This is an optimization exercise on Yosys and OpenROAD, whose aim is small area and a short achievable clock period, not a production implementation. Only simulation tests tie the RTL to the original design; equivalence was not proved. Power and IR drop assume default switching activity.

== 07-26 ==
Design sMachine, start of the top module:
module sMachine (
    input  logic        clk,
    input  logic        rstN,
    input  logic [15:0] instr,
    output logic [7:0]  pc,
    output logic [15:0] regA,
    output logic [15:0] regB,
    output logic [2:0]  flags
);
Settings: LEC_CHECK=0, CAP_MARGIN=20, CORE_MARGIN=2, CORE_UTILIZATION=55, CTS_CLUSTER_DIAMETER=100, CTS_CLUSTER_SIZE=30, SETUP_SLACK_MARGIN=1.8, SLEW_MARGIN=20, SYNTH_HIERARCHICAL=1, SYNTH_MINIMUM_KEEP_SIZE=0, TNS_END_PERCENT=10; clock period 4.5 ns.
standard.sh (not shown) runs the stock make flow with config.mk's settings and CLKGATE_MAP_FILE= SYNTH_SCRIPT=/design/flow/synth_recipe.tcl, a recipe that flattens the netlist after the stock synthesis.
==> flow/flow/run.sh <==
#!/bin/bash
# Own flow: the standard layout, with the port buffers made from
# sky130_fd_sc_hd__buf_4 instead of the delay buffer that buffer_ports picks.
# Every tool's output stays in the ORFS logs; make's output goes to standard.log.
set -euo pipefail
export BUFFER_PORTS_ARGS="-buffer_cell sky130_fd_sc_hd__buf_4"
bash standard.sh > standard.log 2>&1
Relative to 07-26, the following input files were edited for 01-20:
-- flow/design.v --
<<< 07-26, line 115
    end
    addInv uS0 (.a(pL[0][0]), .y(s[0]));
endmodule
`default_nettype wire
>>> 01-20, line 115
    end
    addInv uS0 (.a(pL[0][0]), .y(s[0]));
endmodule
module wbAoi22 (
    input  logic a1, a2, b1, b2,
    output logic y
);
    assign y = ~((a1 & a2) | (b1 & b2));
endmodule
module wbAoi21 (
    input  logic a1, a2, b,
    output logic y
);
    assign y = ~((a1 & a2) | b);
endmodule
module wbNand2 (
    input  logic a, b,
    output logic y
);
    assign y = ~(a & b);
endmodule
module wbLateA (
    input  logic s0, x0, s1, x1, s2, x2, e,
    output logic y
);
    logic t0, t1;
    wbAoi22 u0 (.a1(s0), .a2(x0), .b1(s1), .b2(x1), .y(t0));
    wbAoi21 u1 (.a1(s2), .a2(x2), .b(e), .y(t1));
    wbNand2 u2 (.a(t0), .b(t1), .y(y));
endmodule
module wbLateB (
    input  logic s0, x0, e,
    output logic y
);
    logic t0;
    wbAoi21 u0 (.a1(s0), .a2(x0), .b(e), .y(t0));
    assign y = ~t0;
endmodule
`default_nettype wire
<<< 07-26, line 318
    logic [15:0] logicRes;
    assign logicRes = ({16{opOr}} & (a | b)) | ({16{opAnd}} & (a & b)) | ({16{opXor}} & (a ^ b));
    logic [15:0] aOther;
    assign aOther = ({16{sAdd}}  & sumAdd)
                  | ({16{sSub}}  & sumSub)
                  | ({16{sLog}}  & logicRes)
                  | ({16{sRor}}  & {a[0], a[15:1]})
                  | ({16{sXchA}} & b)
                  | ({16{sIncA}} & sumIncA)
                  | {{8{sKeepHiA}} & a[15:8], {8{sKeepLoA}} & a[7:0]}
                  | {{8{sImmHiA}} & addr,     {8{sImmLoA}}  & addr};
    logic immLoB, immHiB, incB;
    logic sAtoB, sIncB, sKeepLoB, sKeepHiB, sImmLoB, sImmHiB;
>>> 01-20, line 353
    logic [15:0] logicRes;
    assign logicRes = ({16{opOr}} & (a | b)) | ({16{opAnd}} & (a & b)) | ({16{opXor}} & (a ^ b));
    logic [15:0] aEarly, aOther;
    assign aEarly = ({16{sLog}}  & logicRes)
                  | ({16{sRor}}  & {a[0], a[15:1]})
                  | ({16{sXchA}} & b)
                  | {{8{sKeepHiA}} & a[15:8], {8{sKeepLoA}} & a[7:0]}
                  | {{8{sImmHiA}} & addr,     {8{sImmLoA}}  & addr};
    for (genvar i = 0; i < 16; i++) begin : gWbA
        wbLateA u (.s0(sAdd), .x0(sumAdd[i]), .s1(sSub), .x1(sumSub[i]),
                   .s2(sIncA), .x2(sumIncA[i]), .e(aEarly[i]), .y(aOther[i]));
    end
    logic immLoB, immHiB, incB;
    logic sAtoB, sIncB, sKeepLoB, sKeepHiB, sImmLoB, sImmHiB;
<<< 07-26, line 338
    assign sKeepHiB = rstN & !(opMov | opXch | incB | loadB | immHiB);
    assign sKeepLoB = rstN & !(opMov | opXch | incB | loadB | immLoB);
    logic [15:0] bOther;
    assign bOther = ({16{sAtoB}} & a)
                  | ({16{sIncB}} & sumIncB)
                  | {{8{sKeepHiB}} & b[15:8], {8{sKeepLoB}} & b[7:0]}
                  | {{8{sImmHiB}} & addr,     {8{sImmLoB}}  & addr};
    logic loadAR, loadBR;
    assign loadAR = loadA & rstN;
>>> 01-20, line 374
    assign sKeepHiB = rstN & !(opMov | opXch | incB | loadB | immHiB);
    assign sKeepLoB = rstN & !(opMov | opXch | incB | loadB | immLoB);
    logic [15:0] bEarly, bOther;
    assign bEarly = ({16{sAtoB}} & a)
                  | {{8{sKeepHiB}} & b[15:8], {8{sKeepLoB}} & b[7:0]}
                  | {{8{sImmHiB}} & addr,     {8{sImmLoB}}  & addr};
    for (genvar i = 0; i < 16; i++) begin : gWbB
        wbLateB u (.s0(sIncB), .x0(sumIncB[i]), .e(bEarly[i]), .y(bOther[i]));
    end
    logic loadAR, loadBR;
    assign loadAR = loadA & rstN;
Findings:
~same vertical extent of the die in 07-26 and 01-20
Diff 07-26 -> 01-20: slack of the critical path picked up an extra 0.11 ns; count of plain and timing-repair buffers climbed 64; combinational power ~0 delta; post-layout minimum cycle time -0.11 ns.
Worst hold slack (lower): 07-26
Cell area | 01-20 vs 07-26 | 01-20 larger
01-20 vs 07-26: area of combinational cells with multiple inputs up in 01-20
Diff 07-26..01-20 | mean instance size in the synthesized netlist | negligible
~same overall track demand over capacity in global routing in 07-26 and 01-20

separate check: timing with driven ports:
No port has a modelled driver above. Below, the same layouts with a new extraction and two added sets of constraints. Step 1, drivers: a clkbuf_16 drives clk and a buf_2 each remaining input, both assumed. Step 2 also shifts input and output timing later by t, the mid clock arrival at the registers, as if the neighbouring blocks saw the same clock. a / b / c = no drivers / after step 1 / after step 2; a / b = the first two.
run	shift t [ns]	setup slack, ns	hold slack, ns
07-26	1.002	1.420 / 1.380 / 0.378	0.237 / 0.173 / 0.544
01-20	1.000	1.531 / 1.447 / 0.447	0.301 / 0.234 / 0.594
After both steps every run listed still meets setup and hold. For 01-20, which loses most, drivers alone change the setup slack by -0.084 ns; drivers and shift together by -1.084 ns.
